Background: an optimization exercise with open tools, aiming at small area. Do not read the settings as production practice.
In this exercise RTL edits were held to simulation tests only and were not proved equivalent to the original.
Power is estimated from default activity; no workload was simulated.

==> run a <==
==> flow/design.v <==
package mips_pkg;
    localparam int DATA_WIDTH = 32;
    localparam int ADDR_WIDTH = 5;
    localparam int NUM_REGS   = 32;
    localparam logic [ADDR_WIDTH-1:0] REG_ZERO = 5'd0;
    typedef logic [DATA_WIDTH-1:0] word_t;
    typedef logic [ADDR_WIDTH-1:0] reg_idx_t;
endpackage
module rf_read_bit (
    input  logic [mips_pkg::NUM_REGS-1:0] sel,
    input  logic [mips_pkg::NUM_REGS-1:0] d,
    output logic                          q
);
    localparam int N = mips_pkg::NUM_REGS;
    localparam int G = N / 3;            
    logic [G:0] y;                       
    logic [2:0] z;                       
    for (genvar g = 0; g < G; g++) begin : g_grp
        rf_aoi222 u_aoi (.a(sel[3*g +: 3]), .b(d[3*g +: 3]), .y(y[g]));
    end
    rf_aoi22 u_tail (.a(sel[N-1:3*G]), .b(d[N-1:3*G]), .y(y[G]));
    rf_and4 u_z0 (.a(y[3:0]), .y(z[0]));
    rf_and4 u_z1 (.a(y[7:4]), .y(z[1]));
    rf_and3 u_z2 (.a(y[10:8]), .y(z[2]));
    assign q = ~&z;
endmodule
module rf_and4 (
    input  logic [3:0] a,
    output logic       y
);
    assign y = &a;
endmodule
module rf_and3 (
    input  logic [2:0] a,
    output logic       y
);
    assign y = &a;
endmodule
module rf_aoi222 (
    input  logic [2:0] a,
    input  logic [2:0] b,
    output logic       y
);
    assign y = ~|(a & b);
endmodule
module rf_aoi22 (
    input  logic [1:0] a,
    input  logic [1:0] b,
    output logic       y
);
    assign y = ~|(a & b);
endmodule
module rf_bit_next (
    input  logic sel,
    input  logic hold,
    input  logic wd,
    input  logic q,
    output logic d
);
    assign d = ~((hold | wd) & (sel | q));
endmodule
module register_file (
    input  logic               clk,
    input  logic               rst,
    input  mips_pkg::word_t    din,
    input  logic               writeBack,
    input  mips_pkg::reg_idx_t rd,
    input  mips_pkg::reg_idx_t rs,
    input  mips_pkg::reg_idx_t rt,
    output mips_pkg::word_t    regA,
    output mips_pkg::word_t    regB
);
    localparam int N = mips_pkg::NUM_REGS;
    localparam int W = mips_pkg::DATA_WIDTH;
    logic [N-1:0][W-1:0] mem, mem_d;
    logic [N-1:0] valid;
    logic [N-1:0] wsel, rsel, tsel, selA, selB;
    logic         we, phase;
    mips_pkg::word_t din_p, rawA, rawB;
    assign we = writeBack && rst && (rd != mips_pkg::REG_ZERO);
    always_comb begin
        for (int i = 0; i < N; i++) begin
            wsel[i] = (i != 0) && we && (rd == i);
            rsel[i] = (rs == i);
            tsel[i] = (rt == i);
        end
    end
    always_ff @(posedge clk or negedge rst) begin
        if (!rst) begin
            valid <= '0;
            phase <= 1'b0;
        end else begin
            valid <= valid | wsel;
            phase <= ~phase;
        end
    end
    assign din_p = din ^ {W{phase}};
    for (genvar g = 1; g < N; g++) begin : g_word
        for (genvar b = 0; b < W; b++) begin : g_bit
            rf_bit_next u_next (.sel(wsel[g]), .hold(~wsel[g]), .wd(din_p[b]), .q(mem[g][b]), .d(mem_d[g][b]));
        end
    end
    always_ff @(posedge clk) begin
        for (int i = 1; i < N; i++) mem[i] <= mem_d[i];
    end
    assign selA[0] = we && (rd == rs);
    assign selB[0] = we && (rd == rt);
    assign selA[N-1:1] = rsel[N-1:1] & valid[N-1:1] & ~wsel[N-1:1];
    assign selB[N-1:1] = tsel[N-1:1] & valid[N-1:1] & ~wsel[N-1:1];
    for (genvar b = 0; b < W; b++) begin : g_read
        logic [N-1:0] col;
        always_comb begin
            col[0] = din[b];
            for (int i = 1; i < N; i++) col[i] = mem[i][b];
        end
        rf_read_bit u_a (.sel(selA), .d(col), .q(rawA[b]));
        rf_read_bit u_b (.sel(selB), .d(col), .q(rawB[b]));
    end
    assign regA = rawA ^ {W{phase & |selA[N-1:1]}};
    assign regB = rawB ^ {W{phase & |selB[N-1:1]}};
endmodule
==> flow/flow/run.sh <==
#!/bin/bash
# The standard layout (standard.sh, unchanged synthesis and steps), with changes
# passed to ORFS through its own variables:
#  - port buffers use buf_2 instead of the buffer buffer_ports picks itself;
#  - clock tree synthesis inserts no dummy loads and clusters sinks into
#    larger groups driven by clkbuf_8.
# The run's full output goes to standard_flow.log in the work folder; ORFS keeps
# each tool's own log under orfs/logs/.
set -euo pipefail
export BUFFER_PORTS_ARGS="-buffer_cell sky130_fd_sc_hd__buf_2"
export CTS_ARGS="-sink_clustering_enable -repair_clock_nets -dont_use_dummy_load -sink_clustering_size 14 -sink_clustering_max_diameter 60 -buf_list sky130_fd_sc_hd__clkbuf_8"
bash standard.sh > standard_flow.log 2>&1
==> flow/standard.sh <==
#!/bin/bash
# synth_recipe.tcl (not shown) runs the flow's synth.tcl, then flattens the netlist and writes it again
# the make line also repeats each setting of config.mk as NAME=value (left out here)
make -C /OpenROAD-flow-scripts/flow DESIGN_CONFIG=/design/flow/config.mk WORK_HOME=/design/flow/orfs CLKGATE_MAP_FILE= SYNTH_SCRIPT=/design/flow/synth_recipe.tcl "${@:-finish}"
==> flow/config.mk <==
export PLATFORM = sky130hd
export DESIGN_NAME = register_file
export DESIGN_NICKNAME = register_file
export VERILOG_FILES = /design/flow/design.v
export SDC_FILE = /design/flow/constraint.sdc
export NUM_CORES = 4
export LEC_CHECK = 0
export CAP_MARGIN = 10
export CORE_MARGIN = 2
export CORE_UTILIZATION = 55
export PLACE_DENSITY = 0.65
export SLEW_MARGIN = 10
export SYNTH_HIERARCHICAL = 1
==> flow/constraint.sdc <==
create_clock -name core_clock -period 6.5 [get_ports {clk}]
set_input_delay 1.3000 -clock core_clock [delete_from_list [all_inputs] [get_ports {clk}]]
set_output_delay 1.3000 -clock core_clock [all_outputs]
set_load 0.01 [all_outputs]
==> inputs of run b, as changes to run a <==
==> flow/design.v (replaced) <==
package mips_pkg;
    localparam int DATA_WIDTH = 32;
    localparam int ADDR_WIDTH = 5;
    localparam int NUM_REGS   = 32;
    localparam logic [ADDR_WIDTH-1:0] REG_ZERO = 5'd0;
    typedef logic [DATA_WIDTH-1:0] word_t;
    typedef logic [ADDR_WIDTH-1:0] reg_idx_t;
endpackage
module rf_read_port (
    input  logic [mips_pkg::NUM_REGS-1:0][mips_pkg::DATA_WIDTH-1:0] regs,
    input  mips_pkg::reg_idx_t idx,
    input  mips_pkg::reg_idx_t wa,
    input  mips_pkg::word_t    wd,
    input  logic               we,
    output mips_pkg::word_t    q
);
    assign q = (idx == mips_pkg::REG_ZERO) ? '0 : (we && wa == idx) ? wd : regs[idx];
endmodule
module register_file (
    input  logic               clk,
    input  logic               rst,
    input  mips_pkg::word_t    din,
    input  logic               writeBack,
    input  mips_pkg::reg_idx_t rd,
    input  mips_pkg::reg_idx_t rs,
    input  mips_pkg::reg_idx_t rt,
    output mips_pkg::word_t    regA,
    output mips_pkg::word_t    regB
);
    logic [mips_pkg::NUM_REGS-1:0][mips_pkg::DATA_WIDTH-1:0] regs;
    logic  we;
    assign we = writeBack && rst && (rd != mips_pkg::REG_ZERO);
    always_ff @(posedge clk or negedge rst) begin
        if (!rst) begin
            for (int i = 0; i < mips_pkg::NUM_REGS; i++) regs[i] <= '0;
        end else if (we) begin
            regs[rd] <= din;
        end
    end
    rf_read_port u_port_a (.regs(regs), .idx(rs), .wa(rd), .wd(din), .we(we), .q(regA));
    rf_read_port u_port_b (.regs(regs), .idx(rt), .wa(rd), .wd(din), .we(we), .q(regB));
endmodule
==> flow/run.sh (new file) <==
#!/bin/bash
# synth_recipe.tcl (not shown) runs the flow's synth.tcl, then flattens the netlist and writes it again
# the make line also repeats each setting of config.mk as NAME=value (left out here)
make -C /OpenROAD-flow-scripts/flow DESIGN_CONFIG=/design/flow/config.mk WORK_HOME=/design/flow/orfs CLKGATE_MAP_FILE= SYNTH_SCRIPT=/design/flow/synth_recipe.tcl finish
CAP_MARGIN = 20   (was 10)
CORE_UTILIZATION = 45   (was 55)
PLACE_DENSITY = 0.6   (was 0.65)
SLEW_MARGIN = 20   (was 10)
SYNTH_HIERARCHICAL = default   (was 1)
removed: flow/flow/run.sh
removed: flow/standard.sh
==> qor summary <==
item	run b	run a
Outcome	no timing/DRC/antenna violations	no timing/DRC/antenna violations
Initial antenna violation count	6	11
1st-iter DRT viols	5719	10400
Die width	351 microns	269 microns
Synthesized net count	4766	3428
Total GRT Usage	34.4%	50.1%
Largest net degree at the start of global routing	164	35
Switching Share	29.1%	30.3%
Post-layout worst setup margin	0.155 ns	0.336 ns
Register share of total power	44.3%	62.0%
Power consumed by combinational cells	0.00358 W	0.00187 W
Top cell class by occupied area	multi-input gates	flip-flops and latches
Routed wire length	212000 microns	189000 microns
Placement-stage worst setup slack	0.211 ns	0.602 ns
Placement Rows	127	97
First drt pass iteration count	5	14
Minimum period implied by the final worst setup slack	6.34 ns	6.16 ns
Share of cell area taken by multi-input logic gates	43.5%	42.3%
Class of the worst hold path	flip-flop to flip-flop	input pin to asynchronous set/reset pin
Area of the mapped netlist	54300 sq um	38600 sq um
Endpoint of the worst-slack reg-to-reg timing path	regs[483]$_DFFE_PN0P_	mem[393]$_DFF_P_
Multi-input combinational cell area	26400 sq um	18500 sq um
Non-Clock Buffer Count	284	311
Warnings, synthesis	1	7
Share of the clock period used by the worst path after layout	97.6%	94.8%
Mean area per synthesized cell	11.5 sq um	11.4 sq um


==> trial 22: inputs <==
Another version of the RTL of register_file (not shown whole).
## register_file
module register_file (
    input  logic               clk,
    input  logic               rst,
    input  mips_pkg::word_t    din,
    input  logic               writeBack,
    input  mips_pkg::reg_idx_t rd,
    input  mips_pkg::reg_idx_t rs,
    input  mips_pkg::reg_idx_t rt,
    output mips_pkg::word_t    regA,
    output mips_pkg::word_t    regB
);
    localparam int N = mips_pkg::NUM_REGS;
    localparam int W = mips_pkg::DATA_WIDTH;
    logic [N-1:0][W-1:0] mem, mem_d;
    logic [N-1:1] valid, wsel, hold;
    logic [N-1:0] selA, selB;
    logic         invA, invB, phase;
    mips_pkg::word_t din_p;
    rf_ctrl u_ctrl (
        .rst(rst), .writeBack(writeBack), .rd(rd), .rs(rs), .rt(rt), .din(din),
        .valid(valid), .phase(phase), .wsel(wsel), .hold(hold),
        .selA(selA), .selB(selB), .invA(invA), .invB(invB), .din_p(din_p)
    );
    always_ff @(posedge clk or negedge rst) begin
        if (!rst) begin
            valid <= '0;
            phase <= 1'b0;
        end else begin
            valid <= valid | wsel;
            phase <= ~phase;
        end
    end
    for (genvar g = 1; g < N; g++) begin : g_word
        for (genvar b = 0; b < W; b++) begin : g_bit
            rf_bit_next u_next (.sel(wsel[g]), .hold(hold[g]), .wd(din_p[b]), .q(mem[g][b]), .d(mem_d[g][b]));
        end
    end
    always_ff @(posedge clk) begin
        for (int i = 1; i < N; i++) mem[i] <= mem_d[i];
    end
    for (genvar b = 0; b < W; b++) begin : g_read
        logic [N-1:0] col;
        always_comb begin
            col[0] = din[b];
            for (int i = 1; i < N; i++) col[i] = mem[i][b];
        end
        rf_read_bit u_a (.sel(selA), .d(col), .inv(invA), .q(regA[b]));
        rf_read_bit u_b (.sel(selB), .d(col), .inv(invB), .q(regB[b]));
    end
endmodule
==> module rf_read_bit, before the edit <==
module rf_read_bit (
    input  logic [mips_pkg::NUM_REGS-1:0] sel,
    input  logic [mips_pkg::NUM_REGS-1:0] d,
    input  logic                          inv,
    output logic                          q
);
    localparam int N = mips_pkg::NUM_REGS;
    localparam int G = N / 3;            
    logic [G-1:0] y;                     
    logic [2:0] z;                       
    for (genvar g = 0; g < G; g++) begin : g_grp
        rf_aoi222 u_aoi (.a(sel[3*g +: 3]), .b(d[3*g +: 3]), .y(y[g]));
    end
    rf_nand4 u_z0 (.a(y[3:0]), .y(z[0]));
    rf_nand4 u_z1 (.a(y[7:4]), .y(z[1]));
    rf_tail  u_z2 (.a(sel[N-1:3*G]), .b(d[N-1:3*G]), .y(y[9:8]), .z(z[2]));
    rf_out u_out (.z(z), .inv(inv), .q(q));
endmodule
==> module rf_tail, before the edit <==
module rf_tail (
    input  logic [1:0] a,
    input  logic [1:0] b,
    input  logic [1:0] y,
    output logic       z
);
    assign z = (|(a & b)) | ~&y;
endmodule
==> module rf_nand4, before the edit <==
module rf_nand4 (
    input  logic [3:0] a,
    output logic       y
);
    assign y = ~&a;
endmodule
==> module rf_out, before the edit <==
module rf_out (
    input  logic [2:0] z,
    input  logic       inv,
    output logic       q
);
    logic m;
    assign m = ~|z;
    assign q = ~(m ^ inv);
endmodule
==> module rf_ctrl, before the edit <==
module rf_ctrl (
    input  logic                          rst,
    input  logic                          writeBack,
    input  mips_pkg::reg_idx_t            rd,
    input  mips_pkg::reg_idx_t            rs,
    input  mips_pkg::reg_idx_t            rt,
    input  mips_pkg::word_t               din,
    input  logic [mips_pkg::NUM_REGS-1:1] valid,
    input  logic                          phase,
    output logic [mips_pkg::NUM_REGS-1:1] wsel,
    output logic [mips_pkg::NUM_REGS-1:1] hold,
    output logic [mips_pkg::NUM_REGS-1:0] selA,
    output logic [mips_pkg::NUM_REGS-1:0] selB,
    output logic                          invA,
    output logic                          invB,
    output mips_pkg::word_t               din_p
);
    localparam int N = mips_pkg::NUM_REGS;
    logic we;
    logic [N-1:1] rsel, tsel;
    assign we = writeBack && rst && (rd != mips_pkg::REG_ZERO);
    always_comb begin
        for (int i = 1; i < N; i++) begin
            wsel[i] = we && (rd == i);
            rsel[i] = (rs == i);
            tsel[i] = (rt == i);
        end
    end
    assign hold = ~wsel;
    assign selA[0] = we && (rd == rs);
    assign selB[0] = we && (rd == rt);
    assign selA[N-1:1] = rsel[N-1:1] & valid[N-1:1] & ~wsel[N-1:1];
    assign selB[N-1:1] = tsel[N-1:1] & valid[N-1:1] & ~wsel[N-1:1];
    assign invA = phase && |selA[N-1:1];
    assign invB = phase && |selB[N-1:1];
    assign din_p = din ^ {mips_pkg::DATA_WIDTH{phase}};
endmodule
==> module register_file, before the edit <==
module register_file (
    input  logic               clk,
    input  logic               rst,
    input  mips_pkg::word_t    din,
    input  logic               writeBack,
    input  mips_pkg::reg_idx_t rd,
    input  mips_pkg::reg_idx_t rs,
    input  mips_pkg::reg_idx_t rt,
    output mips_pkg::word_t    regA,
    output mips_pkg::word_t    regB
);
    localparam int N = mips_pkg::NUM_REGS;
    localparam int W = mips_pkg::DATA_WIDTH;
    logic [N-1:0][W-1:0] mem, mem_d;
    logic [N-1:1] valid, wsel, hold;
    logic [N-1:0] selA, selB;
    logic         invA, invB, phase;
    mips_pkg::word_t din_p;
    rf_ctrl u_ctrl (
        .rst(rst), .writeBack(writeBack), .rd(rd), .rs(rs), .rt(rt), .din(din),
        .valid(valid), .phase(phase), .wsel(wsel), .hold(hold),
        .selA(selA), .selB(selB), .invA(invA), .invB(invB), .din_p(din_p)
    );
    always_ff @(posedge clk or negedge rst) begin
        if (!rst) begin
            valid <= '0;
            phase <= 1'b0;
        end else begin
            valid <= valid | wsel;
            phase <= ~phase;
        end
    end
    for (genvar g = 1; g < N; g++) begin : g_word
        for (genvar b = 0; b < W; b++) begin : g_bit
            rf_bit_next u_next (.sel(wsel[g]), .hold(hold[g]), .wd(din_p[b]), .q(mem[g][b]), .d(mem_d[g][b]));
        end
    end
    always_ff @(posedge clk) begin
        for (int i = 1; i < N; i++) mem[i] <= mem_d[i];
    end
    for (genvar b = 0; b < W; b++) begin : g_read
        logic [N-1:0] col;
        always_comb begin
            col[0] = din[b];
            for (int i = 1; i < N; i++) col[i] = mem[i][b];
        end
        rf_read_bit u_a (.sel(selA), .d(col), .inv(invA), .q(regA[b]));
        rf_read_bit u_b (.sel(selB), .d(col), .inv(invB), .q(regB[b]));
    end
endmodule
Settings: LEC_CHECK=0, CAP_MARGIN=20, CORE_MARGIN=2, CORE_UTILIZATION=55, PLACE_DENSITY=0.65, SETUP_SLACK_MARGIN=0.3, SLEW_MARGIN=20, SYNTH_HIERARCHICAL=1; clock period 6.5 ns.
standard.sh (not shown) runs the stock make flow with config.mk's settings and CLKGATE_MAP_FILE= SYNTH_SCRIPT=/design/flow/synth_recipe.tcl, a recipe that flattens the netlist after the stock synthesis.
==> flow/flow/run.sh <==
#!/bin/bash
# The standard layout (standard.sh, unchanged synthesis and steps), with changes
# passed to ORFS through its own variables:
#  - port buffers use buf_2 instead of the buffer buffer_ports picks itself;
#  - clock tree synthesis inserts no dummy loads and clusters sinks into
#    larger groups driven by clkbuf_8;
#  - before global placement, flow/downsize.tcl starts the logic gates that
#    synthesis sized up at drive strength 1 (placement's repair still resizes
#    and buffers them, and repair_timing sizes critical ones back up).
# The run's full output goes to standard_flow.log in the work folder; ORFS keeps
# each tool's own log under orfs/logs/ (the sizing step's in 3_3_place_gp.log).
set -euo pipefail
export BUFFER_PORTS_ARGS="-buffer_cell sky130_fd_sc_hd__buf_2"
export CTS_ARGS="-sink_clustering_enable -repair_clock_nets -dont_use_dummy_load -sink_clustering_size 16 -sink_clustering_max_diameter 60 -buf_list sky130_fd_sc_hd__clkbuf_8"
export PRE_GLOBAL_PLACE_TCL="$(pwd)/flow/downsize.tcl"
bash standard.sh > standard_flow.log 2>&1
==> flow/flow/downsize.tcl <==
set n 0
foreach inst [[ord::get_db_block] getInsts] {
  set m [[$inst getMaster] getName]
  if {[regexp {^sky130_fd_sc_hd__((nor|nand|or|and|a|o)[0-9a-z]*)_(2|4)$} $m -> base]} {
    set to sky130_fd_sc_hd__${base}_1
    if {[llength [get_lib_cells $to]] == 0} continue
    replace_cell [get_cells [$inst getName]] $to
    incr n
  }
}
puts "downsize.tcl: resized $n instances to drive strength 1"
==> trial 89: changes against trial 22 <==
==> flow/design.v (replaced) <==
package mips_pkg;
    localparam int DATA_WIDTH = 32;
    localparam int ADDR_WIDTH = 5;
    localparam int NUM_REGS   = 32;
    localparam logic [ADDR_WIDTH-1:0] REG_ZERO = 5'd0;
    typedef logic [DATA_WIDTH-1:0] word_t;
    typedef logic [ADDR_WIDTH-1:0] reg_idx_t;
endpackage
module rf_read_bit (
    input  logic [mips_pkg::NUM_REGS-1:0] sel,
    input  logic [mips_pkg::NUM_REGS-1:0] d,
    output logic                          q
);
    localparam int N = mips_pkg::NUM_REGS;
    localparam int G = N / 3;            
    logic [G:0] y;                       
    logic [2:0] z;                       
    for (genvar g = 0; g < G; g++) begin : g_grp
        rf_aoi222 u_aoi (.a(sel[3*g +: 3]), .b(d[3*g +: 3]), .y(y[g]));
    end
    rf_aoi22 u_tail (.a(sel[N-1:3*G]), .b(d[N-1:3*G]), .y(y[G]));
    rf_and4 u_z0 (.a(y[3:0]), .y(z[0]));
    rf_and4 u_z1 (.a(y[7:4]), .y(z[1]));
    rf_and3 u_z2 (.a(y[10:8]), .y(z[2]));
    assign q = ~&z;
endmodule
module rf_and4 (
    input  logic [3:0] a,
    output logic       y
);
    assign y = &a;
endmodule
module rf_and3 (
    input  logic [2:0] a,
    output logic       y
);
    assign y = &a;
endmodule
module rf_aoi222 (
    input  logic [2:0] a,
    input  logic [2:0] b,
    output logic       y
);
    assign y = ~|(a & b);
endmodule
module rf_aoi22 (
    input  logic [1:0] a,
    input  logic [1:0] b,
    output logic       y
);
    assign y = ~|(a & b);
endmodule
module rf_bit_next (
    input  logic sel,
    input  logic hold,
    input  logic wd,
    input  logic q,
    output logic d
);
    assign d = ~((hold | wd) & (sel | q));
endmodule
module register_file (
    input  logic               clk,
    input  logic               rst,
    input  mips_pkg::word_t    din,
    input  logic               writeBack,
    input  mips_pkg::reg_idx_t rd,
    input  mips_pkg::reg_idx_t rs,
    input  mips_pkg::reg_idx_t rt,
    output mips_pkg::word_t    regA,
    output mips_pkg::word_t    regB
);
    localparam int N = mips_pkg::NUM_REGS;
    localparam int W = mips_pkg::DATA_WIDTH;
    logic [N-1:0][W-1:0] mem, mem_d;
    logic [N-1:0] valid;
    logic [N-1:0] wsel, rsel, tsel, selA, selB;
    logic         we, phase;
    mips_pkg::word_t din_p, rawA, rawB;
    assign we = writeBack && rst && (rd != mips_pkg::REG_ZERO);
    always_comb begin
        for (int i = 0; i < N; i++) begin
            wsel[i] = (i != 0) && we && (rd == i);
            rsel[i] = (rs == i);
            tsel[i] = (rt == i);
        end
    end
    always_ff @(posedge clk or negedge rst) begin
        if (!rst) begin
            valid <= '0;
            phase <= 1'b0;
        end else begin
            valid <= valid | wsel;
            phase <= ~phase;
        end
    end
    assign din_p = din ^ {W{phase}};
    for (genvar g = 1; g < N; g++) begin : g_word
        for (genvar b = 0; b < W; b++) begin : g_bit
            rf_bit_next u_next (.sel(wsel[g]), .hold(~wsel[g]), .wd(din_p[b]), .q(mem[g][b]), .d(mem_d[g][b]));
        end
    end
    always_ff @(posedge clk) begin
        for (int i = 1; i < N; i++) mem[i] <= mem_d[i];
    end
    assign selA[0] = we && (rd == rs);
    assign selB[0] = we && (rd == rt);
    assign selA[N-1:1] = rsel[N-1:1] & valid[N-1:1] & ~wsel[N-1:1];
    assign selB[N-1:1] = tsel[N-1:1] & valid[N-1:1] & ~wsel[N-1:1];
    for (genvar b = 0; b < W; b++) begin : g_read
        logic [N-1:0] col;
        always_comb begin
            col[0] = din[b];
            for (int i = 1; i < N; i++) col[i] = mem[i][b];
        end
        rf_read_bit u_a (.sel(selA), .d(col), .q(rawA[b]));
        rf_read_bit u_b (.sel(selB), .d(col), .q(rawB[b]));
    end
    assign regA = rawA ^ {W{phase & |selA[N-1:1]}};
    assign regB = rawB ^ {W{phase & |selB[N-1:1]}};
endmodule
==> flow/flow/run.sh (replaced) <==
#!/bin/bash
# The standard layout (standard.sh, unchanged synthesis and steps), with two
# changes passed to ORFS through its own variables:
#  - port buffers use buf_2 instead of the buffer buffer_ports picks itself;
#  - clock tree synthesis inserts no dummy loads.
# Each run's full output goes to a log file in the work folder; ORFS keeps each
# tool's own log under orfs/logs/.
set -euo pipefail
export BUFFER_PORTS_ARGS="-buffer_cell sky130_fd_sc_hd__buf_2"
export CTS_ARGS="-sink_clustering_enable -repair_clock_nets -dont_use_dummy_load"
bash standard.sh > standard_flow.log 2>&1
Settings changed: CAP_MARGIN 20 to 10, SETUP_SLACK_MARGIN 0.3 to default, SLEW_MARGIN 20 to 10.
removed: flow/flow/downsize.tcl
==> trial 53: changes against trial 22 <==
--- a/flow/flow/run.sh
+++ b/flow/flow/run.sh
@@ -13,3 +13,3 @@
 export BUFFER_PORTS_ARGS="-buffer_cell sky130_fd_sc_hd__buf_2"
-export CTS_ARGS="-sink_clustering_enable -repair_clock_nets -dont_use_dummy_load -sink_clustering_size 16 -sink_clustering_max_diameter 60 -buf_list sky130_fd_sc_hd__clkbuf_8"
+export CTS_ARGS="-sink_clustering_enable -repair_clock_nets -dont_use_dummy_load -sink_clustering_size 14 -sink_clustering_max_diameter 60 -buf_list sky130_fd_sc_hd__clkbuf_8"
 export PRE_GLOBAL_PLACE_TCL="$(pwd)/flow/downsize.tcl"
==> build 45: changes against trial 22 <==
Settings changed: SETUP_SLACK_MARGIN 0.3 to 0.2.
==> flow_metrics.tcl <==
set metrics [dict create \
    status "complete, no violations" \
    layout.nonclk_buf_frac 0.0483 \
    p_int_mw 9.27 \
    max_freq_mhz 159 \
    use_met1 0.641 \
    clk_share 0.0248 \
]
Source of the figures above: trial 22

==> flow_metrics.tcl <==
set metrics [dict create \
    status "complete, no violations" \
    drcViolationCount 0 \
    multi_input_cells 2290 \
    p_int_mw 11.0 \
    layout.nonclk_buf_frac 0.0461 \
    use_met1 0.603 \
    clk_share 0.0572 \
]
Source of the figures above: trial 89

==> flow_metrics.tcl <==
set metrics [dict create \
    status "complete, no violations" \
    p_int_mw 9.30 \
    max_freq_mhz 160 \
    clk_share 0.0254 \
]
Source of the figures above: build 45

==> flow_metrics.tcl <==
set metrics [dict create \
    clk_share 0.0273 \
    layout.nonclk_buf_frac 0.0482 \
    status "complete, no violations" \
    p_int_mw 9.38 \
    use_met1 0.642 \
]
Source of the figures above: trial 53

## separate check: timing with driven ports
In the flow no input, the clock included, has a driving cell. The finished layouts below were timed again as built, in two steps.
Step 1, drivers: a clkbuf_16 drives clk and a buf_2 each remaining input, both assumed.
Step 2 adds t to the input delays and takes it off the output delays; t is the mean of the earliest and latest rising clock arrival at the registers after step 1. Input paths then give back, and output paths get back, about the clock's delay inside the block.
Three values: ideal ports, drivers, drivers and shift; two values: the first two.
run	shift t [ns]	slack for setup (ns)	worst hold slack (ns)	worst slew at a driven data input, ns
run a	0.788	0.336 / 0.216 / 0.216	0.417 / 0.377 / 0.478	0.13
run b	0.802	0.155 / 0.129 / 0.129	0.397 / 0.397 / 0.397	0.11
trial 22	0.787	0.209 / 0.180 / 0.180	0.470 / 0.470 / 0.470	0.08
trial 89	0.722	0.393 / 0.276 / 0.276	0.473 / 0.456 / 0.473	0.12
trial 53	0.782	0.276 / 0.238 / 0.238	0.466 / 0.466 / 0.466	0.07
build 45	0.794	0.249 / 0.216 / 0.216	0.402 / 0.387 / 0.467	0.07
After both steps setup and hold are still met in every run listed. For run a, which loses most, drivers alone change the setup slack by -0.120 ns; drivers and shift together by -0.120 ns.
